Background: an optimization exercise with open tools, aiming at small area, a short achievable clock period and few clock cycles per item. Do not read the settings as production practice.
RTL that was checked went through simulation tests only; none was proved equivalent to the original.
For runs 1 and 2, only the layout was checked, not whether the RTL still works.
Power and IR drop assume default switching activity.

## flow/run.sh

```bash
#!/bin/bash
# Standard layout, with the timing repair steps asked to leave setup slack
# beyond the clock period (SETUP_SLACK_MARGIN), so that the achieved period
# drops below the set one. Everything else is the standard flow.
set -euo pipefail
bash standard.sh SETUP_SLACK_MARGIN=7 finish > standard_flow.log 2>&1
```

## standard.sh

```bash
#!/bin/bash
# synth_recipe.tcl (not shown) runs the flow's synth.tcl, then flattens the netlist and writes it again
# the make line also repeats each setting of config.mk as NAME=value (left out here)
make -C /OpenROAD-flow-scripts/flow DESIGN_CONFIG=/design/flow/config.mk WORK_HOME=/design/flow/orfs CLKGATE_MAP_FILE= SYNTH_SCRIPT=/design/flow/synth_recipe.tcl "${@:-finish}"
```

## config.mk

```make
export PLATFORM = sky130hd
export DESIGN_NAME = center_window_color_classifier
export DESIGN_NICKNAME = center_window_color_classifier
export VERILOG_FILES = /design/flow/design.v
export SDC_FILE = /design/flow/constraint.sdc
export NUM_CORES = 4
export LEC_CHECK = 0
export CAP_MARGIN = 20
export CORE_MARGIN = 2
export CORE_UTILIZATION = 40
export SLEW_MARGIN = 20
```

## constraint.sdc

```tcl
create_clock -name core_clock -period 10.0 [get_ports {clk}]
set_input_delay 2.0000 -clock core_clock [delete_from_list [all_inputs] [get_ports {clk}]]
set_output_delay 2.0000 -clock core_clock [all_outputs]
set_load 0.01 [all_outputs]
```

## design.v

```verilog
package cwcc_pkg;
  localparam int WINDOW_SIZE = 120;
  localparam int POS_W       = 12;
  localparam int SYM_W       = 3;
  localparam int T_W         = 23;
  localparam int CHUNK       = 6;
  localparam int N_CHUNK     = (T_W + CHUNK - 1) / CHUNK;
  localparam int FLUSH       = N_CHUNK - 1;
  localparam int SUM_BITS    = T_W + 2;
endpackage
module cwcc_term (
  input  logic       clk,
  input  logic [7:0] pixel,
  input  logic       add,
  input  logic       keep,
  input  logic       shift,
  output logic [cwcc_pkg::T_W-1:0] t
);
  localparam int TW = cwcc_pkg::T_W;
  localparam int CH = cwcc_pkg::CHUNK;
  logic [8:0]    v;
  logic [TW-1:0] a, b, s;
  logic [TW:0]   c;
  logic [cwcc_pkg::N_CHUNK-1:0] carry_r;
  always_comb begin
    v = {pixel ^ 8'h7F, 1'b1};
    for (int i = 0; i < TW; i++) begin
      a[i] = t[i] & keep;
      b[i] = (add & v[(i < 8) ? i : 8]) | (shift & t[(i < TW - 1) ? i + 1 : TW - 1]);
    end
    c[0] = 1'b0;
    for (int i = 0; i < TW; i++) begin
      logic ci;
      if (i % CH == 0 && i != 0) ci = carry_r[i / CH - 1] & keep;
      else ci = c[i];
      s[i]   = a[i] ^ b[i] ^ ci;
      c[i+1] = (a[i] & b[i]) | (ci & (a[i] ^ b[i]));
    end
  end
  always_ff @(posedge clk) begin
    t <= s;
    for (int j = 0; j < cwcc_pkg::N_CHUNK - 1; j++) carry_r[j] <= c[(j + 1) * CH];
  end
endmodule
module cwcc_classify (
  input  logic [2:0] neg,        
  input  logic [2:0] nonzero,    
  input  logic       sum_neg,
  input  logic       sum_nonzero,
  input  logic       octal_mode,
  output logic [cwcc_pkg::SYM_W-1:0] symbol
);
  logic [2:0] pos;
  logic [7:0] ok;
  logic [cwcc_pkg::SYM_W-1:0] oct_sym;
  always_comb begin
    pos = nonzero & ~neg;
    ok[0] = (neg & ~3'b000) == '0 && (pos & 3'b000) == '0;
    ok[1] = (neg & ~3'b111) == '0 && (pos & 3'b111) == '0;
    ok[2] = (neg & ~3'b001) == '0 && (pos & 3'b001) == '0;
    ok[3] = (neg & ~3'b100) == '0 && (pos & 3'b100) == '0;
    ok[4] = (neg & ~3'b010) == '0 && (pos & 3'b010) == '0;
    ok[5] = (neg & ~3'b101) == '0 && (pos & 3'b101) == '0;
    ok[6] = (neg & ~3'b011) == '0 && (pos & 3'b011) == '0;
    ok[7] = (neg & ~3'b110) == '0 && (pos & 3'b110) == '0;
    oct_sym = 3'd7;
    for (int i = 6; i >= 0; i--) begin
      if (ok[i]) oct_sym = 3'(i);
    end
    if (octal_mode) symbol = oct_sym;
    else            symbol = {2'b00, !sum_neg && sum_nonzero};
  end
endmodule
module center_window_color_classifier (
  input  logic             clk,
  input  logic             rst_n,
  input  logic             cfg_valid,
  output logic             cfg_ready,
  input  logic [1:0]       cfg_index,
  input  logic [cwcc_pkg::POS_W-1:0] cfg_data,
  input  logic             in_valid,
  output logic             in_ready,
  input  logic [7:0]       in_pixel_blue,
  input  logic [7:0]       in_pixel_green,
  input  logic [7:0]       in_pixel_red,
  input  logic             in_frame_start,
  output logic             out_valid,
  input  logic             out_ready,
  output logic [cwcc_pkg::SYM_W-1:0] out_symbol
);
  localparam int PW        = cwcc_pkg::POS_W;
  localparam int FLUSH_END = cwcc_pkg::FLUSH;                      
  localparam int SHIFT_END = cwcc_pkg::FLUSH + cwcc_pkg::SUM_BITS;  
  localparam int CNT_W     = $clog2(SHIFT_END + 3);
  function automatic logic lt(input logic [PW:0] a, input logic [PW:0] b);
    logic br;
    br = 1'b0;
    for (int i = 0; i <= PW; i++) br = (~a[i] & b[i]) | (~a[i] & br) | (b[i] & br);
    lt = br;
  endfunction
  typedef struct packed {
    logic in_win;    
    logic at_end;    
  } axis_t;
  function automatic axis_t axis_0(input logic [PW-1:0] ext);
    axis_0 = {ext <= PW'(121), ext <= PW'(1)};
  endfunction
  function automatic axis_t axis_1(input logic [PW-1:0] ext);
    axis_1 = {(ext <= PW'(123)) && (ext >= PW'(2)), ext <= PW'(2)};
  endfunction
  logic [PW-1:0] frame_width_r, frame_height_r;
  logic          octal_mode_r, mode_f;
  logic [PW-1:0] column_r, row_r;
  axis_t         fx_r, fy_r;         
  logic          recompute_x_r, recompute_y_r;
  logic          in_ready_r;
  logic          out_valid_r;
  logic [cwcc_pkg::SYM_W-1:0] out_symbol_r, symbol;
  logic [7:0]    pix_blue_r, pix_green_r, pix_red_r;
  logic          add_r, keep_r, shift_r;
  logic          busy_r;
  logic [CNT_W-1:0] count_r;
  logic [1:0]    sum_carry_r;
  logic          sum_bit_r, sum_nz_r;
  logic [2:0]    term_nz_r, term_neg_r;
  logic          unit_y, unit_inc;
  logic [PW-1:0] unit_pos, unit_ext_reg, unit_ext, unit_half, unit_em1;
  logic [PW:0]   unit_p, unit_lo, unit_hi;
  axis_t         unit_f;
  axis_t         x0, x1, y0, y1;
  axis_t         fx_nf, fy_nf, fx_f, fy_f;    
  logic          ix, le, iy, ye;
  logic          accept, in_win, frame_end, finishing, size_write;
  logic [cwcc_pkg::T_W-1:0] t_blue, t_green, t_red;
  logic [2:0]    lsb;
  logic [2:0]    sum_now;
  assign cfg_ready = 1'b1;
  always_comb begin
    unit_y       = recompute_y_r || (!recompute_x_r && fx_r.at_end);
    unit_inc     = !recompute_x_r && !recompute_y_r;
    unit_pos     = unit_y ? row_r : column_r;
    unit_ext_reg = unit_y ? frame_height_r : frame_width_r;
    unit_p       = {1'b0, unit_pos} + (PW+1)'(unit_inc);
    unit_ext     = {unit_ext_reg[PW-1:1], unit_ext_reg[0] | (unit_ext_reg == '0)};
    unit_half    = {1'b0, unit_ext_reg[PW-1:1]};
    unit_em1     = unit_ext - PW'(1);
    unit_lo      = {1'b0, unit_half} - (PW+1)'(60);
    unit_hi      = {1'b0, unit_half} + (PW+1)'(60);
    unit_f = {(unit_half <= PW'(60) || !lt(unit_p, unit_lo)) && lt(unit_p, unit_hi) &&
              lt(unit_p, {1'b0, unit_ext}),
              !lt(unit_p, {1'b0, unit_em1})};
    x0 = axis_0(frame_width_r);
    x1 = axis_1(frame_width_r);
    y0 = axis_0(frame_height_r);
    y1 = axis_1(frame_height_r);
    if (fx_r.at_end) begin
      fx_nf = x0;
      fy_nf = unit_f;
    end else begin
      fx_nf = unit_f;
      fy_nf = fy_r;
    end
    if (x0.at_end) begin
      fx_f = x0;
      fy_f = y1;
    end else begin
      fx_f = x1;
      fy_f = y0;
    end
    accept = in_valid && in_ready_r;
    if (in_frame_start) begin
      {ix, le} = x0;
      {iy, ye} = y0;
    end else begin
      {ix, le} = fx_r;
      {iy, ye} = fy_r;
    end
    in_win     = ix && iy;
    frame_end  = le && ye;
    size_write = cfg_valid && !cfg_index[1];
    finishing  = busy_r && (count_r > CNT_W'(SHIFT_END + 1)) && (!out_valid_r || out_ready);
    lsb     = {t_blue[0], t_green[0], t_red[0]};
    sum_now = 3'(lsb[2]) + 3'(lsb[1]) + 3'(lsb[0]) + 3'(sum_carry_r);
  end
  cwcc_term u_term_blue  (.clk(clk), .pixel(pix_blue_r),  .add(add_r), .keep(keep_r),
                          .shift(shift_r), .t(t_blue));
  cwcc_term u_term_green (.clk(clk), .pixel(pix_green_r), .add(add_r), .keep(keep_r),
                          .shift(shift_r), .t(t_green));
  cwcc_term u_term_red   (.clk(clk), .pixel(pix_red_r),   .add(add_r), .keep(keep_r),
                          .shift(shift_r), .t(t_red));
  cwcc_classify u_classify (
    .neg         (term_neg_r),
    .nonzero     (term_nz_r),
    .sum_neg     (sum_bit_r),
    .sum_nonzero (sum_nz_r),
    .octal_mode  (mode_f),
    .symbol      (symbol)
  );
  always_ff @(posedge clk) begin
    if (!rst_n) begin
      frame_width_r  <= PW'(1280);
      frame_height_r <= PW'(720);
      octal_mode_r   <= 1'b0;
      column_r       <= '0;
      row_r          <= '0;
      recompute_x_r  <= 1'b1;
      recompute_y_r  <= 1'b0;
      in_ready_r     <= 1'b0;
      out_valid_r    <= 1'b0;
      add_r          <= 1'b0;
      keep_r         <= 1'b0;
      shift_r        <= 1'b0;
      busy_r         <= 1'b0;
    end else begin
      if (cfg_valid) begin
        case (cfg_index)
          2'd0: frame_width_r  <= cfg_data;
          2'd1: frame_height_r <= cfg_data;
          2'd2: octal_mode_r   <= cfg_data[0];
          default: ;
        endcase
      end
      recompute_x_r <= size_write;
      recompute_y_r <= recompute_x_r && !size_write;
      add_r <= accept && in_win;
      keep_r  <= !(accept && in_frame_start) &&
                 !(busy_r && count_r >= CNT_W'(FLUSH_END) && count_r <= CNT_W'(SHIFT_END));
      shift_r <= busy_r && count_r >= CNT_W'(FLUSH_END) && count_r < CNT_W'(SHIFT_END);
      if (accept) begin
        if (in_frame_start) begin
          column_r <= x0.at_end ? '0 : PW'(1);
          row_r    <= (x0.at_end && !y0.at_end) ? PW'(1) : '0;
        end else if (frame_end) begin
          column_r <= '0;
          row_r    <= '0;
        end else if (fx_r.at_end) begin
          column_r <= '0;
          row_r    <= unit_p[PW-1:0];
        end else begin
          column_r <= unit_p[PW-1:0];
        end
      end
      if (accept && frame_end) busy_r <= 1'b1;
      else if (finishing)      busy_r <= 1'b0;
      in_ready_r <= !size_write && !recompute_x_r && !(accept && frame_end) &&
                    (!busy_r || finishing);
      if (finishing) begin
        out_valid_r <= 1'b1;
      end else if (out_ready) begin
        out_valid_r <= 1'b0;
      end
    end
  end
  always_ff @(posedge clk) begin
    if (recompute_x_r) begin
      fx_r <= unit_f;
    end else if (recompute_y_r) begin
      fy_r <= unit_f;
    end else if (accept) begin
      if (frame_end) begin
        fx_r <= x0;
        fy_r <= y0;
      end else if (in_frame_start) begin
        fx_r <= fx_f;
        fy_r <= fy_f;
      end else begin
        fx_r <= fx_nf;
        fy_r <= fy_nf;
      end
    end
    pix_blue_r  <= in_pixel_blue;
    pix_green_r <= in_pixel_green;
    pix_red_r   <= in_pixel_red;
    if (accept && frame_end) mode_f <= octal_mode_r;
    if (!busy_r) count_r <= '0;
    else if (count_r <= CNT_W'(SHIFT_END + 1)) count_r <= count_r + CNT_W'(1);
    if (!busy_r) begin
      sum_carry_r <= '0;
      sum_bit_r   <= 1'b0;
      sum_nz_r    <= 1'b0;
      term_nz_r   <= '0;
    end else if (shift_r) begin
      sum_carry_r <= sum_now[2:1];
      sum_bit_r   <= sum_now[0];
      sum_nz_r    <= sum_nz_r || sum_now[0];
      term_nz_r   <= term_nz_r | lsb;
      term_neg_r  <= {t_blue[cwcc_pkg::T_W-1], t_green[cwcc_pkg::T_W-1], t_red[cwcc_pkg::T_W-1]};
    end
    if (finishing) out_symbol_r <= symbol;
  end
  assign in_ready   = in_ready_r;
  assign out_valid  = out_valid_r;
  assign out_symbol = out_symbol_r;
endmodule
```

==> results of run 1 <==
layer usage:
metal,global-route usage [%],vias up,part of all wire (%)
met4,9.05,0,3.2
met5,0,-,0
met3,4.05,82,5.0
met1,26.8,4390,43
li1,-,4158,-
met2,37.6,285,49
flip-flops by register name, indices dropped and copies added, names as in the netlist, 12 cells and up:
register and flops:
row_r 12, frame_height_r 12, column_r 12, frame_width_r 12, u_term_red.t 23, u_term_green.t 23
u_term_blue.t 23
cell type report:
cell class                 count  area [sq um]  share of cell area, %
clock inverter                15           178                   1.33
sequential                   182          3770                   28.3
tap                          335           419                   3.15
timing repair inverter         1          7.51                 0.0564
inverter                      83           328                   2.46
timing repair buffer         130          1400                   10.5
multi-input combinational    830          6790                   51.0
clock buffer                  17           425                   3.19
metrics by stage:
stage	utilization, %	instance area, sq um
global placement	43.5	11200
global route	51.6	13300
CTS	50.0	12900
finish	51.6	13300
detailed placement	43.5	11200
floorplan	-	10700
final timing paths:
| check | end | slack [ns] | depth (start not counted) |
|---|---|---|---|
| min | mode_f$_DFFE_PP_ | 0.46 | 0 |
| max | fy_r[0]$_DFFE_PP_ | 6.30 | 17 |
| max reg2reg | fy_r[0]$_DFFE_PP_ | 6.30 | 17 |
| min reg2reg | mode_f$_DFFE_PP_ | 0.46 | 0 |
cells in the mapped netlist, types with 9 or more instances:
| cell type | number |
|---|---|
| sky130_fd_sc_hd__a31oi_1 | 13 |
| sky130_fd_sc_hd__edfxtp_1 | 11 |
| sky130_fd_sc_hd__o21ai_0 | 32 |
| sky130_fd_sc_hd__a21o_1 | 11 |
| sky130_fd_sc_hd__clkbuf_1 | 49 |
| sky130_fd_sc_hd__a21boi_0 | 21 |
| sky130_fd_sc_hd__a2bb2oi_1 | 13 |
| sky130_fd_sc_hd__nor2b_1 | 30 |
| sky130_fd_sc_hd__inv_1 | 81 |
| sky130_fd_sc_hd__nand2_1 | 171 |
| sky130_fd_sc_hd__dfxtp_1 | 171 |
| sky130_fd_sc_hd__nor3_1 | 26 |
| sky130_fd_sc_hd__xnor2_1 | 24 |
| sky130_fd_sc_hd__fa_1 | 65 |
| sky130_fd_sc_hd__nor2_1 | 49 |
| sky130_fd_sc_hd__mux2i_1 | 21 |
| sky130_fd_sc_hd__and2_1 | 39 |
| sky130_fd_sc_hd__xor2_1 | 20 |
| sky130_fd_sc_hd__nand3_1 | 27 |
| sky130_fd_sc_hd__a21oi_1 | 73 |
| sky130_fd_sc_hd__nand2b_1 | 12 |
| sky130_fd_sc_hd__ha_1 | 11 |
| sky130_fd_sc_hd__nand4_1 | 9 |
| sky130_fd_sc_hd__a22oi_1 | 23 |
worst max-delay path: cells and delay by family, from the launching register on:
family                     cells  cell delay (ns)
AOI/OAI and AO/OA              6             1.64
and+or+nand+nor                6             0.65
DFF                            1             0.43
adders and majority gates      2             0.39
buffers and inverters          2             0.28
xor gates and xnor gates       1             0.16
kinds of logic after synthesis:
kind of cell	share of synthesized area, %
XOR/XNOR	3.85
adder cells (fa/ha/maj)	14.3
other	0.0359
flip-flops	35.9
AO/OA/AOI/OAI	18.3
AND/OR/NAND/NOR	18.7
buffers and inverters	6.07
multiplexers	2.87
power breakdown:
group	switching, uW	internal [uW]	leakage, uW
Clock	350	339	0.000294
Combinational	127	102	0.00333
Sequential	12.6	742	0.00151
what timing repair did:
item                                    in CTS  in global routing
pin swaps                                   30                 35
hold endpoints to repair                     0                  0
hold buffers                                 0                  0
endpoints found under the setup margin      90                 51
setup buffers                               50                 17
gates resized for setup                    128                 62
gates cloned                                11                  0
==> flow_summary.yaml, run 1 <==
cells_and_area:
  areaGrowthSynthToFinish_pct: 27.5
  layout.cells.most_common_list: "sky130_fd_sc_hd__dfxtp_1 (166), sky130_fd_sc_hd__nand2_1 (163), sky130_fd_sc_hd__inv_1 (76)"
  fill_cells: 2343
  final_common_cell: "sky130_fd_sc_hd__dfxtp_1"
  insertedDiodeCount: 0
  final_layout_size_suffix_gt1_share_pct: 21.8
  instances_no_fill: 1593
  final_net_count: 1365
routing:
  drt_wl_total_um: 29300
  first_pass_detailed_route_iteration_total: 7
  route.vias.total: 8915
  wl_per_cell_um: 18.4
  drtIter0Drc: 717
  via_per_inst: 5.60
  post-route-drc-count: 0
  ant_nets: 0
clock_network:
  tritoncts_num_sinks: 182
  worst_skew_pair.late_latency_ns: 0.45
  tritoncts.num_buffers: 17
  cts.root.buffer_cell: "sky130_fd_sc_hd__clkbuf_16"
  clk_pin_slew_worst_paths_ns: 0.08
  htree_num_levels: 4
  cts_tree: "done"
  clk_path_buf_depth: 2
pwr:
  report.power.total_uw: 1670
  power-per-cell-area_mw_per_mm2: 126
  worst_ir_drop_vdd_mv: 0.0908
  p_leak_uw: 0.00513
worst_setup_path:
  crit_chain: "buf_6 -> nand2b_4 -> nand2_8 -> nand2_4 -> nand2_4 -> ha_4 -> ha_4 -> buf_6 -> xnor2_4 -> o32a_1 -> and3b_1 -> o221ai_2 -> a31oi_1 -> a211o_1 -> a311oi_4 -> nand2_1 -> a31oi_1"
  timing.critical_path.to_type: "flop"
  critPathSlowestCell: "sky130_fd_sc_hd__edfxtp_1"
  launching_element_type_of_the_critical_path: "flop"
  cp_max_fo: 7
  peak_per_stage_delay_on_the_critical_path_ns: 0.43
  startpoint: "fx_r[0]$_DFFE_PP_"
  critical_path.reg2reg.startpoint: "fx_r[0]$_DFFE_PP_"
  required_ns: 10.29
  timing.setup.critical_path_class: "flop to flop"
  wp_data_arrival_ns: 3.99
logic_synthesis:
  syn-cell-area_sq_mm: 0.0104
  synth-edff-count: 11
  netlist.area_leader.share_pct: 32.8
  post_synth_inst_count: 1160
  synth_async_sr_flop_share_pct: 0
  netlist_top_cells_area: "sky130_fd_sc_hd__dfxtp_1 (33%), sky130_fd_sc_hd__fa_1 (12%), sky130_fd_sc_hd__nand2_1 (6.1%)"
  yosysWarningCount: 3
  avgSynthCellArea_sq_um: 9.00
  postSynthRegisterBits: 182
  synth_sequential_area_ratio_pct: 35.9
  synth-main-ff-cell: "sky130_fd_sc_hd__dfxtp_1"
  yosysTopAreaCell: "sky130_fd_sc_hd__dfxtp_1"
  synth_fp_nets: 1280
  synthDistinctLibCells: 87
timing:
  timing.max_slew.rel_slack_pct: 34.1
  skew_ns: 0.0148
  setup_total_negative_slack_ns: 0
  finalHoldWorstSlack_ns: 0.461
  fmax_mhz: 270
  rsz_0062_raised_after_global_routing: "yes"
  post-route-worst-setup-slack_ns: 6.30
  final.period_utilization_pct: 37.0
  tightest_slew_ns: 0.982
  final.min_clock_period_ns: 3.70
  final_hold_violations: 0
  setup_viol_count_final: 0
  drv_slew: 0
global_routing:
  grt-ovfl-total: 0
  maximum_number_of_pins_on_one_net_before_global_route_repair: 56
  vias_in_the_first_global_route: 8855
  first_pass_grt_wire_length_um: 46800
  globalRouteTotalUtil_pct: 21.8
  antenna_violations_before_repair: 0
worst_hold_path:
  worstHoldPathType: "flop to flop"
  hold_path_startpoint: "octal_mode_r$_SDFFE_PN0P_"
floorplanning:
  floorplan.core_area_sq_mm: 0.0258
  fp.dieH_um: 166
  starting_density_of_the_core_pct: 40.4
  io_pins: 50
  floorplan.rows: 59
  die-width_um: 166
  floorplan.die_area_sq_mm: 0.0274
placement:
  port_buffers: 48
  dpl.hpwl_um: 17300
  place_worst_setup_slack_ns: 5.09
  placedCellCount: 1483
  gp_routability_congestion: 0.941
job:
  drv_cap: 0
status:
  outcome: "finished clean"
==> run 2: changes to the inputs <==
==> run.sh (new file) <==
#!/bin/bash
# synth_recipe.tcl (not shown) runs the flow's synth.tcl, then flattens the netlist and writes it again
# the make line also repeats each setting of config.mk as NAME=value (left out here)
make -C /OpenROAD-flow-scripts/flow DESIGN_CONFIG=/design/flow/config.mk WORK_HOME=/design/flow/orfs CLKGATE_MAP_FILE= SYNTH_SCRIPT=/design/flow/synth_recipe.tcl finish
removed: flow/run.sh
removed: standard.sh
==> flow_summary.yaml, run 2 <==
status:
  outcome: "finished clean"
cells_and_area:
  layout.cells.most_common_list: "sky130_fd_sc_hd__nand2_1 (171), sky130_fd_sc_hd__dfxtp_1 (169), sky130_fd_sc_hd__inv_1 (81)"
  final_common_cell: "sky130_fd_sc_hd__nand2_1"
  fill_cells: 2510
  insertedDiodeCount: 0
  final_layout_size_suffix_gt1_share_pct: 6.45
  areaGrowthSynthToFinish_pct: 12.0
  final_net_count: 1286
  registers_with_the_most_flip_flops: "u_term_blue.t (23), u_term_green.t (23), u_term_red.t (23)"
  finish.utilization_pct: 45.3
logic_synthesis:
  synth-main-ff-cell: "sky130_fd_sc_hd__dfxtp_1"
  synthDistinctLibCells: 87
  syn-cell-area_sq_mm: 0.0104
  yosysTopAreaCell: "sky130_fd_sc_hd__dfxtp_1"
  synth-edff-count: 11
  synth_simple_gate_area_share_pct: 18.7
  combinational_family_with_the_most_area_after_synthesis: "simple AND/OR/NAND/NOR gates"
  synth_sequential_area_ratio_pct: 35.9
  synth_async_sr_flop_share_pct: 0
  synth_fp_nets: 1280
  ys_top_cells_by_count: "sky130_fd_sc_hd__dfxtp_1 (171), sky130_fd_sc_hd__nand2_1 (171), sky130_fd_sc_hd__inv_1 (81), sky130_fd_sc_hd__a21oi_1 (73), sky130_fd_sc_hd__fa_1 (65)"
  yosysWarningCount: 3
  post_synth_inst_count: 1160
  netlist.area_leader.share_pct: 32.8
  postSynthRegisterBits: 182
  synth_compound_gate_area_share_pct: 18.3
  avgSynthCellArea_sq_um: 9.00
  post_synth_fa_ha_maj_area_fraction_pct: 14.3
  synth_xor_xnor_area_share_pct: 3.85
  post_synth_mux_area_share_pct: 2.87
  netlist_top_cells_area: "sky130_fd_sc_hd__dfxtp_1 (33%), sky130_fd_sc_hd__fa_1 (12%), sky130_fd_sc_hd__nand2_1 (6.1%)"
routing:
  route.vias.total: 8184
  wl_met2_um: 11800
  wl_per_cell_um: 16.0
  via_per_inst: 5.41
  first_pass_detailed_route_iteration_total: 5
  ant_nets: 0
  post-route-drc-count: 0
  drtIter0Drc: 617
  routed-wl-met3_um: 1080
  route.layer.met1.wl_um: 10900
  maxUsedRoutingLayer: "met4"
  drt_wl_total_um: 24300
global_routing:
  grt-ovfl-total: 0
  globalRouteTotalUtil_pct: 18.6
  maximum_number_of_pins_on_one_net_before_global_route_repair: 79
  first_pass_grt_wire_length_um: 40300
  antenna_violations_before_repair: 0
  vias_in_the_first_global_route: 7910
worst_setup_path:
  required_ns: 10.31
  cp_max_fo: 41
  critical_path.reg2reg.startpoint: "recompute_y_r$_SDFF_PN0_"
  timing.critical_path.to_type: "flop"
  reg2reg_to: "fx_r[1]$_DFFE_PP_"
  wp_data_arrival_ns: 5.91
  launching_element_type_of_the_critical_path: "flop"
  timing.setup.critical_path_class: "flop to flop"
  ff2ff_path_depth: 15
  timing.reg2reg.setup_slack_ns: 4.40
pwr:
  power-per-cell-area_mw_per_mm2: 139
  worst_ir_drop_vdd_mv: 0.112
  p_leak_uw: 0.00447
clock_network:
  htree_num_levels: 4
  tritoncts.num_buffers: 17
  post_cts_hold_buffer_count: 0
  cts-resized-gates: 0
  clk_pin_slew_worst_paths_ns: 0.07
  cts.root.buffer_cell: "sky130_fd_sc_hd__clkbuf_16"
  worst_skew_pair.late_latency_ns: 0.45
  tritoncts_num_sinks: 182
  post-cts-setup-buffers: 0
  cts_tree: "done"
  clk_path_buf_depth: 2
worst_hold_path:
  min_path_cells: 0
  hold_path_startpoint: "octal_mode_r$_SDFFE_PN0P_"
  holdPathEnd: "mode_f$_DFFE_PP_"
  worstHoldPathType: "flop to flop"
floorplanning:
  floorplan.rows: 59
  starting_density_of_the_core_pct: 40.4
  floorplan.core_area_sq_mm: 0.0258
  io_pins: 50
  fp.dieH_um: 166
  die-width_um: 166
  floorplan.die_area_sq_mm: 0.0274
timing:
  rsz_0062_raised_after_global_routing: "no"
  skew_ns: 0.0152
  setup_viol_count_final: 0
  final.min_clock_period_ns: 5.60
  finalHoldWorstSlack_ns: 0.462
  fmax_mhz: 179
  final.period_utilization_pct: 56.0
  timing.max_slew.rel_slack_pct: 33.9
  setup_total_negative_slack_ns: 0
  tightest_slew_ns: 0.964
  final_hold_violations: 0
  drv_slew: 0
placement:
  gp_routability_congestion: 0.929
  port_buffers: 48
  dpl.hpwl_um: 16900
job:
  drv_cap: 0
-- run 2: metrics by stage --
stage	instance area, sq um	total power, uW	std cells	setup WS [ns]
6_report	11700	1630	1514	4.40
5_1_grt	11700	1690	1514	3.93
4_1_cts	11700	1640	1513	4.49
3_5_place_dp	11100	936	1481	4.57
3_3_place_gp	11100	937	1481	4.70
2_1_floorplan	10400	888	1160	6.07
-- run 2: cell families (layout without fill, tap and decap cells) --
kind of cell               after synthesis  count (layout)
AOI/OAI and AO/OA                      272             272
xor gates and xnor gates                45              45
adders and majority gates               81              81
buffers and inverters                  150             169
DFF                                    182             182
muxes                                   29              29
other                                    1               1
and+or+nand+nor                        400             400
-- run 2: worst max-delay path by stage --
stage	endpoint	start	slack, ns
6_report	fx_r[1]$_DFFE_PP_	recompute_y_r$_SDFF_PN0_	4.40
3_5_place_dp	fx_r[1]$_DFFE_PP_	recompute_y_r$_SDFF_PN0_	4.57
3_3_place_gp	fx_r[1]$_DFFE_PP_	recompute_y_r$_SDFF_PN0_	4.70
4_1_cts	fx_r[1]$_DFFE_PP_	recompute_y_r$_SDFF_PN0_	4.49
5_1_grt	fy_r[0]$_DFFE_PP_	recompute_y_r$_SDFF_PN0_	3.93
2_1_floorplan	fx_r[0]$_DFFE_PP_	fx_r[0]$_DFFE_PP_	6.07
-- run 2: critical path, cell delays in order (launching register included) --
cell                        delay, ns
sky130_fd_sc_hd__dfxtp_1         0.96
sky130_fd_sc_hd__inv_2           0.45
sky130_fd_sc_hd__nand2_4         0.58
sky130_fd_sc_hd__nand2_1         0.10
sky130_fd_sc_hd__nand2_1         0.09
sky130_fd_sc_hd__ha_1            0.37
sky130_fd_sc_hd__ha_1            0.46
sky130_fd_sc_hd__nand2_1         0.09
sky130_fd_sc_hd__a2111oi_0       0.34
sky130_fd_sc_hd__a41oi_1         0.17
sky130_fd_sc_hd__xnor2_1         0.45
sky130_fd_sc_hd__o21a_1          0.20
sky130_fd_sc_hd__nor2_1          0.04
sky130_fd_sc_hd__or4_1           0.48
sky130_fd_sc_hd__a2111oi_2       0.44
sky130_fd_sc_hd__a31o_1          0.22
-- run 2: final cells by class --
type	count	area (sq um)	share of cell area [%]
multi-input combinational	828	6070	51.9
sequential	182	3760	32.1
timing repair buffer	54	526	4.49
clock buffer	17	425	3.64
tap	335	419	3.58
inverter	83	312	2.66
clock inverter	15	195	1.67
-- run 2: power breakdown --
group / total [uW] / internal (uW) / switching (uW)
Sequential: 757 / 743 / 14.2
Clock: 703 / 346 / 357
Combinational: 165 / 69.1 / 96.3
-- run 2: layer usage --
metal	track usage [%]	up-vias
li1	-	3986
met1	24.0	3954
met2	31.8	202
met3	3.02	42
met4	5.88	0
met5	0	-
==> run 3: changes to the inputs <==
--- a/design.v
+++ b/design.v
@@ -110,7 +110,7 @@
   endfunction
   logic [PW-1:0] frame_width_r, frame_height_r;
   logic          octal_mode_r, mode_f;
-  logic [PW-1:0] column_r, row_r;
+  logic [PW-1:0] column_r, row_r;    
   axis_t         fx_r, fy_r;         
   logic          recompute_x_r, recompute_y_r;
   logic          in_ready_r;
@@ -122,15 +122,16 @@
   logic [CNT_W-1:0] count_r;
   logic [1:0]    sum_carry_r;
   logic          sum_bit_r, sum_nz_r;
-  logic [2:0]    term_nz_r, term_neg_r;
+  logic [2:0]    term_nz_r;
   logic          unit_y, unit_inc;
-  logic [PW-1:0] unit_pos, unit_ext_reg, unit_ext, unit_half, unit_em1;
+  logic [PW-1:0] unit_pos, unit_ext_reg, unit_ext, unit_half;
   logic [PW:0]   unit_p, unit_lo, unit_hi;
   axis_t         unit_f;
+  logic          unit_lt_e;
   axis_t         x0, x1, y0, y1;
   axis_t         fx_nf, fy_nf, fx_f, fy_f;    
   logic          ix, le, iy, ye;
-  logic          accept, in_win, frame_end, finishing, size_write;
+  logic          accept, in_win, frame_end, go, finishing, size_write;
   logic [cwcc_pkg::T_W-1:0] t_blue, t_green, t_red;
   logic [2:0]    lsb;
   logic [2:0]    sum_now;
@@ -143,12 +144,12 @@
     unit_p       = {1'b0, unit_pos} + (PW+1)'(unit_inc);
     unit_ext     = {unit_ext_reg[PW-1:1], unit_ext_reg[0] | (unit_ext_reg == '0)};
     unit_half    = {1'b0, unit_ext_reg[PW-1:1]};
-    unit_em1     = unit_ext - PW'(1);
-    unit_lo      = {1'b0, unit_half} - (PW+1)'(60);
-    unit_hi      = {1'b0, unit_half} + (PW+1)'(60);
+    unit_lo      = {1'b0, unit_half} - (PW+1)'(59);
+    unit_hi      = {1'b0, unit_half} + (PW+1)'(61);
+    unit_lt_e    = lt(unit_p, {1'b0, unit_ext});
     unit_f = {(unit_half <= PW'(60) || !lt(unit_p, unit_lo)) && lt(unit_p, unit_hi) &&
-              lt(unit_p, {1'b0, unit_ext}),
-              !lt(unit_p, {1'b0, unit_em1})};
+              (unit_lt_e || unit_p == {1'b0, unit_ext}),
+              !unit_lt_e};
     x0 = axis_0(frame_width_r);
     x1 = axis_1(frame_width_r);
     y0 = axis_0(frame_height_r);
@@ -178,7 +179,8 @@
     in_win     = ix && iy;
     frame_end  = le && ye;
     size_write = cfg_valid && !cfg_index[1];
-    finishing  = busy_r && (count_r > CNT_W'(SHIFT_END + 1)) && (!out_valid_r || out_ready);
+    go         = busy_r && count_r == CNT_W'(FLUSH_END) && (!out_valid_r || out_ready);
+    finishing  = busy_r && count_r == CNT_W'(SHIFT_END + 1);
     lsb     = {t_blue[0], t_green[0], t_red[0]};
     sum_now = 3'(lsb[2]) + 3'(lsb[1]) + 3'(lsb[0]) + 3'(sum_carry_r);
   end
@@ -189,7 +191,7 @@
   cwcc_term u_term_red   (.clk(clk), .pixel(pix_red_r),   .add(add_r), .keep(keep_r),
                           .shift(shift_r), .t(t_red));
   cwcc_classify u_classify (
-    .neg         (term_neg_r),
+    .neg         ({t_blue[cwcc_pkg::T_W-1], t_green[cwcc_pkg::T_W-1], t_red[cwcc_pkg::T_W-1]}),
     .nonzero     (term_nz_r),
     .sum_neg     (sum_bit_r),
     .sum_nonzero (sum_nz_r),
@@ -201,8 +203,8 @@
       frame_width_r  <= PW'(1280);
       frame_height_r <= PW'(720);
       octal_mode_r   <= 1'b0;
-      column_r       <= '0;
-      row_r          <= '0;
+      column_r       <= PW'(1);
+      row_r          <= PW'(1);
       recompute_x_r  <= 1'b1;
       recompute_y_r  <= 1'b0;
       in_ready_r     <= 1'b0;
@@ -223,18 +225,18 @@
       recompute_x_r <= size_write;
       recompute_y_r <= recompute_x_r && !size_write;
       add_r <= accept && in_win;
-      keep_r  <= !(accept && in_frame_start) &&
-                 !(busy_r && count_r >= CNT_W'(FLUSH_END) && count_r <= CNT_W'(SHIFT_END));
-      shift_r <= busy_r && count_r >= CNT_W'(FLUSH_END) && count_r < CNT_W'(SHIFT_END);
+      keep_r  <= !(accept && in_frame_start) && !go &&
+                 !(busy_r && count_r > CNT_W'(FLUSH_END) && count_r <= CNT_W'(SHIFT_END));
+      shift_r <= go || (busy_r && count_r > CNT_W'(FLUSH_END) && count_r < CNT_W'(SHIFT_END));
       if (accept) begin
         if (in_frame_start) begin
-          column_r <= x0.at_end ? '0 : PW'(1);
-          row_r    <= (x0.at_end && !y0.at_end) ? PW'(1) : '0;
+          column_r <= x0.at_end ? PW'(1) : PW'(2);
+          row_r    <= (x0.at_end && !y0.at_end) ? PW'(2) : PW'(1);
         end else if (frame_end) begin
-          column_r <= '0;
-          row_r    <= '0;
+          column_r <= PW'(1);
+          row_r    <= PW'(1);
         end else if (fx_r.at_end) begin
-          column_r <= '0;
+          column_r <= PW'(1);
           row_r    <= unit_p[PW-1:0];
         end else begin
           column_r <= unit_p[PW-1:0];
@@ -273,7 +275,7 @@
     pix_red_r   <= in_pixel_red;
     if (accept && frame_end) mode_f <= octal_mode_r;
     if (!busy_r) count_r <= '0;
-    else if (count_r <= CNT_W'(SHIFT_END + 1)) count_r <= count_r + CNT_W'(1);
+    else if (count_r != CNT_W'(FLUSH_END) || go) count_r <= count_r + CNT_W'(1);
     if (!busy_r) begin
       sum_carry_r <= '0;
       sum_bit_r   <= 1'b0;
@@ -284,7 +286,6 @@
       sum_bit_r   <= sum_now[0];
       sum_nz_r    <= sum_nz_r || sum_now[0];
       term_nz_r   <= term_nz_r | lsb;
-      term_neg_r  <= {t_blue[cwcc_pkg::T_W-1], t_green[cwcc_pkg::T_W-1], t_red[cwcc_pkg::T_W-1]};
     end
     if (finishing) out_symbol_r <= symbol;
   end
==> flow/run.sh (new file) <==
#!/bin/bash
# Standard layout, with the timing repair steps asked to leave setup slack
# beyond the clock period (SETUP_SLACK_MARGIN), so that the achieved period
# drops below the set one. Everything else is the standard flow.
set -euo pipefail
bash standard.sh SETUP_SLACK_MARGIN=7 finish > standard_flow.log 2>&1
==> standard.sh (new file) <==
#!/bin/bash
# synth_recipe.tcl (not shown) runs the flow's synth.tcl, then flattens the netlist and writes it again
# the make line also repeats each setting of config.mk as NAME=value (left out here)
make -C /OpenROAD-flow-scripts/flow DESIGN_CONFIG=/design/flow/config.mk WORK_HOME=/design/flow/orfs CLKGATE_MAP_FILE= SYNTH_SCRIPT=/design/flow/synth_recipe.tcl "${@:-finish}"
removed: run.sh
==> flow_summary.yaml, run 3 <==
routing:
  ant_nets: 0
  drtIter0Drc: 682
  drt_wl_total_um: 26800
  route.vias.total: 8425
  first_pass_detailed_route_iteration_total: 5
  via_per_inst: 5.36
  post-route-drc-count: 0
  wl_per_cell_um: 17.1
logic_synthesis:
  netlist.area_leader.share_pct: 33.2
  postSynthRegisterBits: 179
  synthDistinctLibCells: 97
  syn-cell-area_sq_mm: 0.0103
  synth_sequential_area_ratio_pct: 35.5
  post_synth_inst_count: 1143
  synth-edff-count: 8
  yosysWarningCount: 3
  synth_async_sr_flop_share_pct: 0
  synth_fp_nets: 1275
  avgSynthCellArea_sq_um: 9.02
  ys_top_cells_by_count: "sky130_fd_sc_hd__dfxtp_1 (171), sky130_fd_sc_hd__nand2_1 (162), sky130_fd_sc_hd__inv_1 (100), sky130_fd_sc_hd__fa_1 (65), sky130_fd_sc_hd__a21oi_1 (55)"
  synth-main-ff-cell: "sky130_fd_sc_hd__dfxtp_1"
  yosysMostFrequentCell: "sky130_fd_sc_hd__dfxtp_1"
  yosysTopAreaCell: "sky130_fd_sc_hd__dfxtp_1"
  netlist_top_cells_area: "sky130_fd_sc_hd__dfxtp_1 (33%), sky130_fd_sc_hd__fa_1 (13%), sky130_fd_sc_hd__nand2_1 (5.9%)"
cells_and_area:
  areaGrowthSynthToFinish_pct: 25.3
  registers_with_the_most_flip_flops: "u_term_blue.t (23), u_term_green.t (23), u_term_red.t (23)"
  layout.cells.most_common_list: "sky130_fd_sc_hd__dfxtp_1 (165), sky130_fd_sc_hd__nand2_1 (151), sky130_fd_sc_hd__inv_1 (92)"
  final_common_cell: "sky130_fd_sc_hd__dfxtp_1"
  final_net_count: 1361
  insertedDiodeCount: 0
  finish.utilization_pct: 51.1
  post-route-cell-area_sq_mm: 0.0129
  fill_cells: 2365
  final_layout_size_suffix_gt1_share_pct: 23.0
  instances_no_fill: 1572
floorplanning:
  io_pins: 50
  die-width_um: 165
  floorplan.rows: 58
  fp.dieH_um: 165
  starting_density_of_the_core_pct: 40.8
  floorplan.die_area_sq_mm: 0.0271
  floorplan.core_area_sq_mm: 0.0253
worst_setup_path:
  timing.setup.critical_path_class: "flop to flop"
  required_ns: 10.19
  launching_element_type_of_the_critical_path: "flop"
  timing.critical_path.to_type: "flop"
  cp_max_fo: 5
  ff2ff_path_depth: 19
  wp_data_arrival_ns: 3.93
clock_network:
  worst_skew_pair.late_latency_ns: 0.45
  post_cts_hold_buffer_count: 0
  clk_pin_slew_worst_paths_ns: 0.09
  tritoncts_num_sinks: 179
  tritoncts.num_buffers: 17
  cts_tree: "done"
  htree_num_levels: 4
  clk_path_buf_depth: 2
  cts.root.buffer_cell: "sky130_fd_sc_hd__clkbuf_16"
pwr:
  p_leak_uw: 0.00505
  power_frac_seq_pct: 44.2
  switchingPower_uw: 500
  power-per-cell-area_mw_per_mm2: 130
  power.share.combinational_pct: 12.2
  sw_share_pct: 29.8
  clkPwrFrac_pct: 43.5
  cell_internal_pwr_uw: 1180
  worst_ir_drop_vdd_mv: 0.0938
placement:
  dpl.hpwl_um: 16400
  gp_routability_congestion: 0.913
  dpl-instance-area_sq_mm: 0.0110
  placedCellCount: 1466
  port_buffers: 48
job:
  drv_cap: 0
global_routing:
  grt_util_met1_pct: 28.5
  globalRoute.busiestLayer: "met2"
  grt-ovfl-total: 0
  maximum_number_of_pins_on_one_net_before_global_route_repair: 40
  vias_in_the_first_global_route: 8494
  first_pass_grt_wire_length_um: 43900
  antenna_violations_before_repair: 0
  grt_use_met2_pct: 33.3
  globalRouteTotalUtil_pct: 20.6
  grt_use_met3_pct: 3.39
timing:
  timing.max_slew.rel_slack_pct: 47.0
  rsz_0062_raised_after_global_routing: "yes"
  final.period_utilization_pct: 37.4
  drv_slew: 0
  fmax_mhz: 268
  final_hold_violations: 0
  tightest_slew_ns: 0.788
  setup_total_negative_slack_ns: 0
  final.min_clock_period_ns: 3.74
  setup_viol_count_final: 0
  skew_ns: 0.0179
worst_hold_path:
  min_path_cells: 0
  worstHoldPathType: "flop to flop"
status:
  outcome: "finished clean"
run 3: changes by cell type after synthesis, sizes merged, moves of 8 or more:
cell,change
nand2,-8
or3,+8
a21oi,-16
xor2,-11
inv,+20
ha,+12
run 3: layout make-up:
| cell class | count | area, sq um | area share, % |
|---|---|---|---|
| sequential | 179 | 3680 | 28.5 |
| clock buffer | 17 | 425 | 3.29 |
| multi-input combinational | 803 | 6520 | 50.5 |
| timing repair inverter | 1 | 7.51 | 0.0581 |
| tap | 330 | 413 | 3.20 |
| inverter | 103 | 408 | 3.16 |
| timing repair buffer | 124 | 1240 | 9.61 |
| clock inverter | 15 | 224 | 1.73 |
run 3: kinds of logic after synthesis:
logic type	after synthesis	share of synthesized area [%]
AO/OA/AOI/OAI	245	16.5
buffers and inverters	164	7.12
multiplexers	19	2.08
XOR/XNOR	35	2.97
other	1	0.0364
AND/OR/NAND/NOR	407	19.8
flip-flops	179	35.5
adder cells (fa/ha/maj)	93	16.0
run 3: per-layer routing:
layer	wire length, um	up-vias
li1	-	4077
met1	12500	4026
met2	12400	281
met3	1440	41
met4	483	0
met5	0	-
run 3: power by group through the flow:
stage | clock network (uW) | logic (uW) | registers (uW)
6_report | 730 | 205 | 741
2_1_floorplan | 0 | 122 | 752
3_5_place_dp | 0 | 160 | 757
4_1_cts | 741 | 195 | 740
5_1_grt | 772 | 221 | 743
3_3_place_gp | 0 | 161 | 757
run 3: critical path, cell delays in order, from the launching register on:
cell and delay (ns):
sky130_fd_sc_hd__edfxtp_1 0.43, sky130_fd_sc_hd__buf_6 0.15, sky130_fd_sc_hd__nand2b_4 0.09, sky130_fd_sc_hd__nand2_8 0.08, sky130_fd_sc_hd__nand2_4 0.07, sky130_fd_sc_hd__nand2_4 0.05
sky130_fd_sc_hd__ha_4 0.17, sky130_fd_sc_hd__ha_4 0.18, sky130_fd_sc_hd__buf_6 0.13, sky130_fd_sc_hd__nand2b_4 0.13, sky130_fd_sc_hd__a211oi_2 0.17, sky130_fd_sc_hd__or2_4 0.17
sky130_fd_sc_hd__inv_4 0.04, sky130_fd_sc_hd__maj3_2 0.32, sky130_fd_sc_hd__maj3_2 0.31, sky130_fd_sc_hd__maj3_2 0.30, sky130_fd_sc_hd__maj3_2 0.29, sky130_fd_sc_hd__o211ai_1 0.09
sky130_fd_sc_hd__a221o_1 0.23, sky130_fd_sc_hd__o22ai_1 0.10
run 3: worst paths after layout:
| kind | from | to | slack [ns] |
|---|---|---|---|
| hold reg to reg | octal_mode_r$_SDFFE_PN0P_ | mode_f$_DFFE_PP_ | 0.47 |
| setup reg to reg | fx_r[0]$_DFFE_PP_ | fx_r[1]$_DFFE_PP_ | 6.26 |
| hold / removal | octal_mode_r$_SDFFE_PN0P_ | mode_f$_DFFE_PP_ | 0.47 |
| setup / recovery | fx_r[0]$_DFFE_PP_ | fx_r[1]$_DFFE_PP_ | 6.26 |
run 3: stage by stage:
stage                     hold slack, ns  setup slack [ns]  total power, uW
after floorplan                    0.408              6.02              874
after global placement             0.453              5.50              919
after detailed placement           0.455              5.34              917
after CTS                          0.476              6.28             1680
after global routing               0.500              6.10             1740
final                              0.474              6.26             1680
run 3: what timing repair did:
item / 4_1_cts / 5_1_grt
gates cloned: 9 / 0
pin swaps: 30 / 15
buffers inserted: 52 / 13
gates resized for setup: 128 / 62
endpoints found under the setup margin: 102 / 57
hold endpoints to repair: 0 / 0
Testbench counts of run 3, summed over its fixed seeds: cycles 2,738,436, pixels 2,736,476.
==> run 4: changes to the inputs <==
--- a/design.v
+++ b/design.v
@@ -102,17 +102,24 @@
     logic in_win;    
     logic at_end;    
   } axis_t;
+  function automatic axis_t axis(input logic [PW-1:0] q, input logic [PW-1:0] ext_reg);
+    logic [PW-1:0] e, half;
+    logic [PW:0]   lo, hi;
+    logic          lt_e;
+    e    = {ext_reg[PW-1:1], ext_reg[0] | (ext_reg == '0)};
+    half = {1'b0, ext_reg[PW-1:1]};
+    lo   = {1'b0, half} - (PW+1)'(59);
+    hi   = {1'b0, half} + (PW+1)'(61);
+    lt_e = lt({1'b0, q}, {1'b0, e});
+    axis = {(half <= PW'(60) || !lt({1'b0, q}, lo)) && lt({1'b0, q}, hi) && (lt_e || q == e),
+            !lt_e};
+  endfunction
   function automatic axis_t axis_0(input logic [PW-1:0] ext);
     axis_0 = {ext <= PW'(121), ext <= PW'(1)};
-  endfunction
-  function automatic axis_t axis_1(input logic [PW-1:0] ext);
-    axis_1 = {(ext <= PW'(123)) && (ext >= PW'(2)), ext <= PW'(2)};
   endfunction
   logic [PW-1:0] frame_width_r, frame_height_r;
   logic          octal_mode_r, mode_f;
   logic [PW-1:0] column_r, row_r;    
-  axis_t         fx_r, fy_r;         
-  logic          recompute_x_r, recompute_y_r;
   logic          in_ready_r;
   logic          out_valid_r;
   logic [cwcc_pkg::SYM_W-1:0] out_symbol_r, symbol;
@@ -123,62 +130,31 @@
   logic [1:0]    sum_carry_r;
   logic          sum_bit_r, sum_nz_r;
   logic [2:0]    term_nz_r;
-  logic          unit_y, unit_inc;
-  logic [PW-1:0] unit_pos, unit_ext_reg, unit_ext, unit_half;
-  logic [PW:0]   unit_p, unit_lo, unit_hi;
-  axis_t         unit_f;
-  logic          unit_lt_e;
-  axis_t         x0, x1, y0, y1;
-  axis_t         fx_nf, fy_nf, fx_f, fy_f;    
+  axis_t         fx, fy, x0, y0;
+  logic [PW-1:0] column_inc, row_inc;
   logic          ix, le, iy, ye;
-  logic          accept, in_win, frame_end, go, finishing, size_write;
+  logic          accept, in_win, frame_end, go, finishing;
   logic [cwcc_pkg::T_W-1:0] t_blue, t_green, t_red;
   logic [2:0]    lsb;
   logic [2:0]    sum_now;
   assign cfg_ready = 1'b1;
   always_comb begin
-    unit_y       = recompute_y_r || (!recompute_x_r && fx_r.at_end);
-    unit_inc     = !recompute_x_r && !recompute_y_r;
-    unit_pos     = unit_y ? row_r : column_r;
-    unit_ext_reg = unit_y ? frame_height_r : frame_width_r;
-    unit_p       = {1'b0, unit_pos} + (PW+1)'(unit_inc);
-    unit_ext     = {unit_ext_reg[PW-1:1], unit_ext_reg[0] | (unit_ext_reg == '0)};
-    unit_half    = {1'b0, unit_ext_reg[PW-1:1]};
-    unit_lo      = {1'b0, unit_half} - (PW+1)'(59);
-    unit_hi      = {1'b0, unit_half} + (PW+1)'(61);
-    unit_lt_e    = lt(unit_p, {1'b0, unit_ext});
-    unit_f = {(unit_half <= PW'(60) || !lt(unit_p, unit_lo)) && lt(unit_p, unit_hi) &&
-              (unit_lt_e || unit_p == {1'b0, unit_ext}),
-              !unit_lt_e};
+    fx = axis(column_r, frame_width_r);
+    fy = axis(row_r, frame_height_r);
     x0 = axis_0(frame_width_r);
-    x1 = axis_1(frame_width_r);
     y0 = axis_0(frame_height_r);
-    y1 = axis_1(frame_height_r);
-    if (fx_r.at_end) begin
-      fx_nf = x0;
-      fy_nf = unit_f;
-    end else begin
-      fx_nf = unit_f;
-      fy_nf = fy_r;
-    end
-    if (x0.at_end) begin
-      fx_f = x0;
-      fy_f = y1;
-    end else begin
-      fx_f = x1;
-      fy_f = y0;
-    end
+    column_inc = column_r + PW'(1);
+    row_inc    = row_r + PW'(1);
     accept = in_valid && in_ready_r;
     if (in_frame_start) begin
       {ix, le} = x0;
       {iy, ye} = y0;
     end else begin
-      {ix, le} = fx_r;
-      {iy, ye} = fy_r;
+      {ix, le} = fx;
+      {iy, ye} = fy;
     end
     in_win     = ix && iy;
     frame_end  = le && ye;
-    size_write = cfg_valid && !cfg_index[1];
     go         = busy_r && count_r == CNT_W'(FLUSH_END) && (!out_valid_r || out_ready);
     finishing  = busy_r && count_r == CNT_W'(SHIFT_END + 1);
     lsb     = {t_blue[0], t_green[0], t_red[0]};
@@ -205,8 +181,6 @@
       octal_mode_r   <= 1'b0;
       column_r       <= PW'(1);
       row_r          <= PW'(1);
-      recompute_x_r  <= 1'b1;
-      recompute_y_r  <= 1'b0;
       in_ready_r     <= 1'b0;
       out_valid_r    <= 1'b0;
       add_r          <= 1'b0;
@@ -222,29 +196,20 @@
           default: ;
         endcase
       end
-      recompute_x_r <= size_write;
-      recompute_y_r <= recompute_x_r && !size_write;
       add_r <= accept && in_win;
       keep_r  <= !(accept && in_frame_start) && !go &&
                  !(busy_r && count_r > CNT_W'(FLUSH_END) && count_r <= CNT_W'(SHIFT_END));
       shift_r <= go || (busy_r && count_r > CNT_W'(FLUSH_END) && count_r < CNT_W'(SHIFT_END));
       if (accept) begin
-        if (in_frame_start) begin
-          column_r <= x0.at_end ? PW'(1) : PW'(2);
-          row_r    <= (x0.at_end && !y0.at_end) ? PW'(2) : PW'(1);
-        end else if (frame_end) begin
-          column_r <= PW'(1);
-          row_r    <= PW'(1);
-        end else if (fx_r.at_end) begin
-          column_r <= PW'(1);
-          row_r    <= unit_p[PW-1:0];
-        end else begin
-          column_r <= unit_p[PW-1:0];
-        end
+        if (le) column_r <= PW'(1);
+        else column_r <= in_frame_start ? PW'(2) : column_inc;
+        if (frame_end) row_r <= PW'(1);
+        else if (le) row_r <= in_frame_start ? PW'(2) : row_inc;
+        else if (in_frame_start) row_r <= PW'(1);
       end
       if (accept && frame_end) busy_r <= 1'b1;
       else if (finishing)      busy_r <= 1'b0;
-      in_ready_r <= !size_write && !recompute_x_r && !(accept && frame_end) &&
+      in_ready_r <= !(accept && frame_end) &&
                     (!busy_r || finishing);
       if (finishing) begin
         out_valid_r <= 1'b1;
@@ -254,22 +219,6 @@
     end
   end
   always_ff @(posedge clk) begin
-    if (recompute_x_r) begin
-      fx_r <= unit_f;
-    end else if (recompute_y_r) begin
-      fy_r <= unit_f;
-    end else if (accept) begin
-      if (frame_end) begin
-        fx_r <= x0;
-        fy_r <= y0;
-      end else if (in_frame_start) begin
-        fx_r <= fx_f;
-        fy_r <= fy_f;
-      end else begin
-        fx_r <= fx_nf;
-        fy_r <= fy_nf;
-      end
-    end
     pix_blue_r  <= in_pixel_blue;
     pix_green_r <= in_pixel_green;
     pix_red_r   <= in_pixel_red;
==> flow/run.sh (replaced) <==
#!/bin/bash
# Standard layout, with the timing repair steps asked to leave setup slack
# beyond the clock period (SETUP_SLACK_MARGIN), so that the achieved period
# drops below the set one, and with plain buffers on the ports.
set -euo pipefail
bash standard.sh SETUP_SLACK_MARGIN=7 'BUFFER_PORTS_ARGS=-buffer_cell sky130_fd_sc_hd__buf_1' finish > standard_flow.log 2>&1
==> flow_summary.yaml, run 4 <==
status:
  outcome: "finished clean"
routing:
  ant_nets: 0
  drtIter0Drc: 620
  route.vias.total: 8537
  via_per_inst: 5.44
  wl_per_cell_um: 16.7
  post-route-drc-count: 0
  first_pass_detailed_route_iteration_total: 5
  drt_wl_total_um: 26200
logic_synthesis:
  yosysWarningCount: 3
  netlist_top_cells_area: "sky130_fd_sc_hd__dfxtp_1 (34%), sky130_fd_sc_hd__fa_1 (13%), sky130_fd_sc_hd__nand2_1 (5.7%)"
  netlist.area_leader.share_pct: 33.6
  synth-main-ff-cell: "sky130_fd_sc_hd__dfxtp_1"
  synth_sequential_area_ratio_pct: 34.8
  ys_top_cells_by_count: "sky130_fd_sc_hd__dfxtp_1 (169), sky130_fd_sc_hd__nand2_1 (154), sky130_fd_sc_hd__inv_1 (104), sky130_fd_sc_hd__a21oi_1 (97), sky130_fd_sc_hd__nor2_1 (79)"
  postSynthRegisterBits: 173
  synth_async_sr_flop_share_pct: 0
  synthDistinctLibCells: 78
  syn-cell-area_sq_mm: 0.0101
  post_synth_inst_count: 1175
  synth-edff-count: 4
  yosysMostFrequentCell: "sky130_fd_sc_hd__dfxtp_1"
  avgSynthCellArea_sq_um: 8.56
  yosysTopAreaCell: "sky130_fd_sc_hd__dfxtp_1"
  synth_fp_nets: 1321
cells_and_area:
  post-route-cell-area_sq_mm: 0.0121
  finish.utilization_pct: 48.4
  layout.cells.most_common_list: "sky130_fd_sc_hd__nand2_1 (151), sky130_fd_sc_hd__dfxtp_1 (142), sky130_fd_sc_hd__inv_1 (100)"
  fill_cells: 2385
  insertedDiodeCount: 0
  final_layout_size_suffix_gt1_share_pct: 17.8
  final_common_cell: "sky130_fd_sc_hd__nand2_1"
  areaGrowthSynthToFinish_pct: 20.1
  final_net_count: 1373
  registers_with_the_most_flip_flops: "u_term_blue.t (23), u_term_green.t (23), u_term_red.t (23)"
timing:
  setup_viol_count_final: 0
  final_hold_violations: 0
  rsz_0062_raised_after_global_routing: "yes"
  timing.max_slew.rel_slack_pct: 43.8
  final.min_clock_period_ns: 3.04
  drv_slew: 0
  tightest_slew_ns: 0.822
  fmax_mhz: 329
  final.period_utilization_pct: 30.4
  setup_total_negative_slack_ns: 0
  skew_ns: 0.0115
worst_setup_path:
  path_buf_inv: 1
  required_ns: 10.37
  peak_per_stage_delay_on_the_critical_path_ns: 0.28
  crit_chain: "buf_4 -> nor4_4 -> nand3_1 -> a211oi_2 -> a41oi_2 -> a311oi_2 -> o311a_1"
  critical_path.reg2reg.startpoint: "frame_height_r[10]$_SDFFE_PN0P_"
  timing.critical_path.to_type: "flop"
  startpoint: "in_frame_start"
  critPathSlowestCell: "sky130_fd_sc_hd__a211oi_2"
  cp_max_fo: 8
  launching_element_type_of_the_critical_path: "input pin"
  timing.setup.critical_path_class: "input pin to flop"
  wp_data_arrival_ns: 3.41
  cpLargestDelayFamily: "compound AO/OA/AOI/OAI gates"
pwr:
  power_frac_seq_pct: 47.7
  switchingPower_uw: 414
  p_leak_uw: 0.00469
  clkPwrFrac_pct: 45.2
  sw_share_pct: 27.6
  power.share.combinational_pct: 7.2
  power-per-cell-area_mw_per_mm2: 124
  cell_internal_pwr_uw: 1090
  report.power.total_uw: 1500
  worst_ir_drop_vdd_mv: 0.121
clock_network:
  post_cts_hold_buffer_count: 0
  cts.root.buffer_cell: "sky130_fd_sc_hd__clkbuf_16"
  tritoncts_num_sinks: 173
  clk_path_buf_depth: 2
  tritoncts.num_buffers: 17
  cts_tree: "done"
  worst_skew_pair.late_latency_ns: 0.43
  clk_pin_slew_worst_paths_ns: 0.08
  htree_num_levels: 4
global_routing:
  vias_in_the_first_global_route: 8462
  antenna_violations_before_repair: 0
  maximum_number_of_pins_on_one_net_before_global_route_repair: 46
  globalRouteTotalUtil_pct: 20.0
  grt-ovfl-total: 0
  first_pass_grt_wire_length_um: 42100
floorplanning:
  die-width_um: 163
  floorplan.core_area_sq_mm: 0.0250
  starting_density_of_the_core_pct: 40.3
  floorplan.rows: 58
  floorplan.die_area_sq_mm: 0.0264
  fp.dieH_um: 163
  io_pins: 50
placement:
  port_buffers: 48
  dpl-instance-area_sq_mm: 0.0104
  dpl.hpwl_um: 16600
  gp_routability_congestion: 0.934
worst_hold_path:
  hold_path_startpoint: "term_nz_r[0]$_SDFFE_PN0P_"
  worstHoldPathType: "flop to flop"
job:
  drv_cap: 0
[run 4: changes by cell type after synthesis, sizes merged, moves of 6 or more]
cell and change:
nor2b -18, mux2i -9, a21boi -17, xor2 +6, ha +14, o211ai -7, a21oi +42, xnor2 -7
nand3 +6, clkbuf +16, a22oi -7, nand2 -10, nor2 +27, nor3 -8
[run 4: tightest hold or removal path, cell delays in order (launching register included)]
cell and delay [ns]:
sky130_fd_sc_hd__dfxtp_1 0.33, sky130_fd_sc_hd__a21oi_1 0.04, sky130_fd_sc_hd__nor2_1 0.07
[run 4: path summary, 6_finish.rpt]
path / to / slack, ns / cells after the start
worst min register to register: term_nz_r[0]$_SDFFE_PN0P_ / 0.47 / 2
worst max register to register: row_r[0]$_SDFFE_PN1P_ / 6.97 / 12
worst max-delay path: add_r$_SDFF_PN0_ / 6.96 / 7
worst min-delay path: term_nz_r[0]$_SDFFE_PN0P_ / 0.47 / 2
[run 4: through the flow]
stage	setup slack, ns	hold slack [ns]	instances
floorplan	6.82	0.408	1175
global placement	5.88	0.446	1481
detailed placement	5.79	0.452	1481
CTS	6.93	0.470	1545
global route	6.86	0.505	1570
finish	6.96	0.467	1570
[run 4: timing repair]
item	CTS	global route
gates resized for setup	78	71
gates cloned	6	3
pin swaps	17	23
endpoints found under the setup margin	65	40
setup buffers	26	22
[run 4: logic make-up (layout without fill, tap and decap cells)]
family / after synthesis / count (layout) / share of synthesized area (%)
other: 1 / 1 / 0.0373
AND/OR/NAND/NOR: 409 / 409 / 19.4
adder cells (fa/ha/maj): 106 / 106 / 17.9
flip-flops: 173 / 173 / 34.8
XOR/XNOR: 34 / 34 / 2.96
AO/OA/AOI/OAI: 261 / 261 / 16.7
buffers and inverters: 180 / 245 / 6.97
multiplexers: 11 / 11 / 1.14
[run 4: area by class of cell]
class | instances | area (sq um) | share of cell area (%)
repair inverters | 3 | 30.0 | 0.248
clock buffers | 17 | 425 | 3.52
inverters | 106 | 428 | 3.54
clock inverters | 15 | 186 | 1.54
multi-input cells | 822 | 6200 | 51.3
flip-flops and latches | 173 | 3560 | 29.5
repair buffers | 104 | 842 | 6.97
well taps | 330 | 413 | 3.42
[run 4: layer usage]
layer | vias up | share of wire (%) | track usage, %
li1 | 4100 | - | -
met1 | 4180 | 45 | 25.9
met2 | 220 | 49 | 34.4
met3 | 37 | 4.0 | 2.75
met4 | 0 | 2.0 | 6.56
met5 | - | 0 | 0
[run 4: power by group through the flow]
stage | Clock (uW) | Combinational (uW) | Sequential, uW
after global routing | 721 | 118 | 718
after CTS | 695 | 92.6 | 718
after floorplan | 0 | 63.2 | 723
after detailed placement | 0 | 78.3 | 733
after global placement | 0 | 77.7 | 733
final | 679 | 108 | 716
Testbench counts of run 4, summed over its fixed seeds: cycles 2,738,428, pixels 2,736,476.
==> run 5: changes to the inputs <==
==> flow/run.sh (replaced) <==
#!/bin/bash
# Standard layout, with the timing repair steps asked to leave setup slack
# beyond the clock period (SETUP_SLACK_MARGIN), so that the achieved period
# drops below the set one. Everything else is the standard flow.
set -euo pipefail
bash standard.sh SETUP_SLACK_MARGIN=7 finish > standard_flow.log 2>&1
==> flow_summary.yaml, run 5 <==
logic_synthesis:
  netlist.area_leader.share_pct: 33.6
  synthDistinctLibCells: 78
  syn-cell-area_sq_mm: 0.0101
  postSynthRegisterBits: 173
  netlist_top_cells_area: "sky130_fd_sc_hd__dfxtp_1 (34%), sky130_fd_sc_hd__fa_1 (13%), sky130_fd_sc_hd__nand2_1 (5.7%)"
  synth_sequential_area_ratio_pct: 34.8
  synth-edff-count: 4
  yosysMostFrequentCell: "sky130_fd_sc_hd__dfxtp_1"
  yosysTopAreaCell: "sky130_fd_sc_hd__dfxtp_1"
  post_synth_inst_count: 1175
  synth-main-ff-cell: "sky130_fd_sc_hd__dfxtp_1"
  synth_fp_nets: 1321
  synth_async_sr_flop_share_pct: 0
  yosysWarningCount: 3
  ys_top_cells_by_count: "sky130_fd_sc_hd__dfxtp_1 (169), sky130_fd_sc_hd__nand2_1 (154), sky130_fd_sc_hd__inv_1 (104), sky130_fd_sc_hd__a21oi_1 (97), sky130_fd_sc_hd__nor2_1 (79)"
  avgSynthCellArea_sq_um: 8.56
global_routing:
  grt-ovfl-total: 0
  globalRouteTotalUtil_pct: 20.4
  first_pass_grt_wire_length_um: 42900
  vias_in_the_first_global_route: 8469
  maximum_number_of_pins_on_one_net_before_global_route_repair: 46
  antenna_violations_before_repair: 0
cells_and_area:
  areaGrowthSynthToFinish_pct: 21.5
  final_common_cell: "sky130_fd_sc_hd__nand2_1"
  post-route-cell-area_sq_mm: 0.0122
  fill_cells: 2379
  final_layout_size_suffix_gt1_share_pct: 17.0
  instances_no_fill: 1563
  layout.cells.most_common_list: "sky130_fd_sc_hd__nand2_1 (151), sky130_fd_sc_hd__dfxtp_1 (145), sky130_fd_sc_hd__inv_1 (100)"
  final_net_count: 1365
  multi_input_area_sq_mm: 0.00622
  seq_area_sq_mm: 0.00356
  registers_with_the_most_flip_flops: "u_term_blue.t (23), u_term_green.t (23), u_term_red.t (23)"
routing:
  via_per_inst: 5.40
  post-route-drc-count: 0
  drt_wl_total_um: 26000
  drtIter0Drc: 578
  route.vias.total: 8447
  ant_nets: 0
  wl_per_cell_um: 16.6
  first_pass_detailed_route_iteration_total: 5
clock_network:
  clk_pin_slew_worst_paths_ns: 0.07
  tritoncts.num_buffers: 17
  post_cts_hold_buffer_count: 0
  tritoncts_num_sinks: 173
  htree_num_levels: 4
  cts_tree: "done"
  worst_skew_pair.late_latency_ns: 0.45
  cts.root.buffer_cell: "sky130_fd_sc_hd__clkbuf_16"
  clk_path_buf_depth: 2
timing:
  rsz_0062_raised_after_global_routing: "yes"
  tightest_slew_ns: 0.834
  setup_total_negative_slack_ns: 0
  drv_slew: 0
  setup_viol_count_final: 0
  skew_ns: 0.0134
  final.period_utilization_pct: 31.0
  fmax_mhz: 323
  timing.max_slew.rel_slack_pct: 43.0
  final_hold_violations: 0
  final.min_clock_period_ns: 3.10
worst_hold_path:
  worstHoldPathType: "flop to flop"
  holdPathEnd: "term_nz_r[0]$_SDFFE_PN0P_"
  min_path_cells: 2
  hold_path_startpoint: "term_nz_r[0]$_SDFFE_PN0P_"
pwr:
  report.power.total_uw: 1500
  power-per-cell-area_mw_per_mm2: 122
  worst_ir_drop_vdd_mv: 0.115
  p_leak_uw: 0.00478
floorplanning:
  floorplan.die_area_sq_mm: 0.0264
  fp.dieH_um: 163
  floorplan.core_area_sq_mm: 0.0250
  die-width_um: 163
  starting_density_of_the_core_pct: 40.3
  floorplan.rows: 58
  io_pins: 50
placement:
  dpl-instance-area_sq_mm: 0.0108
  gp_routability_congestion: 0.941
  port_buffers: 48
  dpl.hpwl_um: 16700
  placedCellCount: 1483
worst_setup_path:
  ff2ff_path_depth: 12
  reg2reg_to: "row_r[0]$_SDFFE_PN1P_"
  cp_max_fo: 5
  required_ns: 10.38
  launching_element_type_of_the_critical_path: "input pin"
  wp_data_arrival_ns: 3.47
  timing.setup.critical_path_class: "input pin to flop"
  critical_path.reg2reg.startpoint: "frame_height_r[5]$_SDFFE_PN0P_"
  timing.critical_path.to_type: "flop"
  timing.reg2reg.setup_slack_ns: 6.99
job:
  drv_cap: 0
status:
  outcome: "finished clean"
[run 5: cell counts after synthesis]
No cell type changed its count.
[run 5: power breakdown]
| group | total [uW] | leakage (uW) | internal, uW | switching [uW] |
|---|---|---|---|---|
| Sequential | 716 | 0.00141 | 700 | 16.2 |
| Combinational | 110 | 0.00307 | 53.0 | 57.2 |
| Clock | 669 | 0.000293 | 337 | 332 |
[run 5: worst max path at each step]
stage               startpoint                to  slack (ns)  depth (start not counted)
CTS                   in_valid  add_r$_SDFF_PN0_        6.91                          8
detailed placement       rst_n  add_r$_SDFF_PN0_        5.41                          8
finish                in_valid  add_r$_SDFF_PN0_        6.90                          8
floorplan             in_valid  add_r$_SDFF_PN0_        6.82                          8
global route             rst_n  add_r$_SDFF_PN0_        6.85                          8
global placement         rst_n  add_r$_SDFF_PN0_        5.50                          8
[run 5: cell families (layout without fill, tap and decap cells)]
kind of cell    after synthesis  after routing  share of synthesized area, %
simple gates                409            410                          19.4
flops                       173            173                          34.8
compound gates              261            261                          16.7
fa+ha+maj                   106            106                          17.9
buf+inv                     180            236                          6.97
xor+xnor                     34             34                          2.96
mux                          11             11                          1.14
other cells                   1              2                        0.0373
[run 5: per-stage QoR]
| stage | util (%) | setup slack [ns] | hold WS, ns |
|---|---|---|---|
| 6_report | 49.0 | 6.90 | 0.471 |
| 3_5_place_dp | 43.1 | 5.41 | 0.457 |
| 2_1_floorplan | - | 6.82 | 0.408 |
| 3_3_place_gp | 43.1 | 5.50 | 0.442 |
| 4_1_cts | 48.0 | 6.91 | 0.475 |
| 5_1_grt | 49.0 | 6.85 | 0.510 |
[run 5: area by class of cell]
| cell class | count | share of cell area (%) |
|---|---|---|
| Sequential cell | 173 | 29.1 |
| Inverter | 106 | 3.39 |
| Timing Repair inverter | 1 | 0.0614 |
| Clock inverter | 15 | 1.42 |
| Antenna cell | 1 | 0.0205 |
| Multi-Input combinational cell | 823 | 50.9 |
| Timing Repair Buffer | 97 | 8.25 |
| Clock buffer | 17 | 3.48 |
| Tap cell | 330 | 3.38 |
[run 5: worst max-delay path, stage by stage]
cell	delay [ns]
sky130_fd_sc_hd__buf_4	0.11
sky130_fd_sc_hd__and2_4	0.16
sky130_fd_sc_hd__nand3_4	0.08
sky130_fd_sc_hd__nor4_4	0.41
sky130_fd_sc_hd__a211o_1	0.15
sky130_fd_sc_hd__a211oi_1	0.06
sky130_fd_sc_hd__a311oi_1	0.30
sky130_fd_sc_hd__o311a_1	0.21
[run 5: what timing repair did]
action	in CTS	in global routing
setup endpoints to repair	98	51
setup buffers	30	10
pin swaps	18	29
cloned	6	1
gates resized for setup	117	52
[run 5: layer usage]
layer	vias to the layer above	global-route usage (%)	part of all wire (%)
li1	4080	-	-
met1	4121	26.0	44
met2	203	35.0	49
met3	43	3.82	4.4
met4	0	6.64	2.2
met5	-	0	0

## static timing again, ports no longer ideal
How much do the figures lean on ideal ports? The routed layouts below were timed once more, with nothing changed but the port constraints. Step 1 sets driving cells, clkbuf_16 on the clock port and buf_2 on the other inputs (assumed; they add their load-dependent delay and slew). Step 2, shift: input delay + t, output delay - t, t = (earliest + latest rising clock arrival at the registers) / 2. This alone moves slack from input paths to output paths. Three values: no drivers, after step 1, after step 2; two values: the first two.
| run | t (ns) | setup WS [ns] |
|---|---|---|
| run 1 | 0.487 | 6.299 / 6.299 / 6.153 |
| run 2 | 0.484 | 4.404 / 4.404 / 4.404 |
| run 3 | 0.488 | 6.263 / 6.263 / 6.263 |
| run 4 | 0.479 | 6.957 / 6.889 / 6.410 |
| run 5 | 0.486 | 6.904 / 6.912 / 6.426 |
After both steps setup and hold are still met in every run listed.
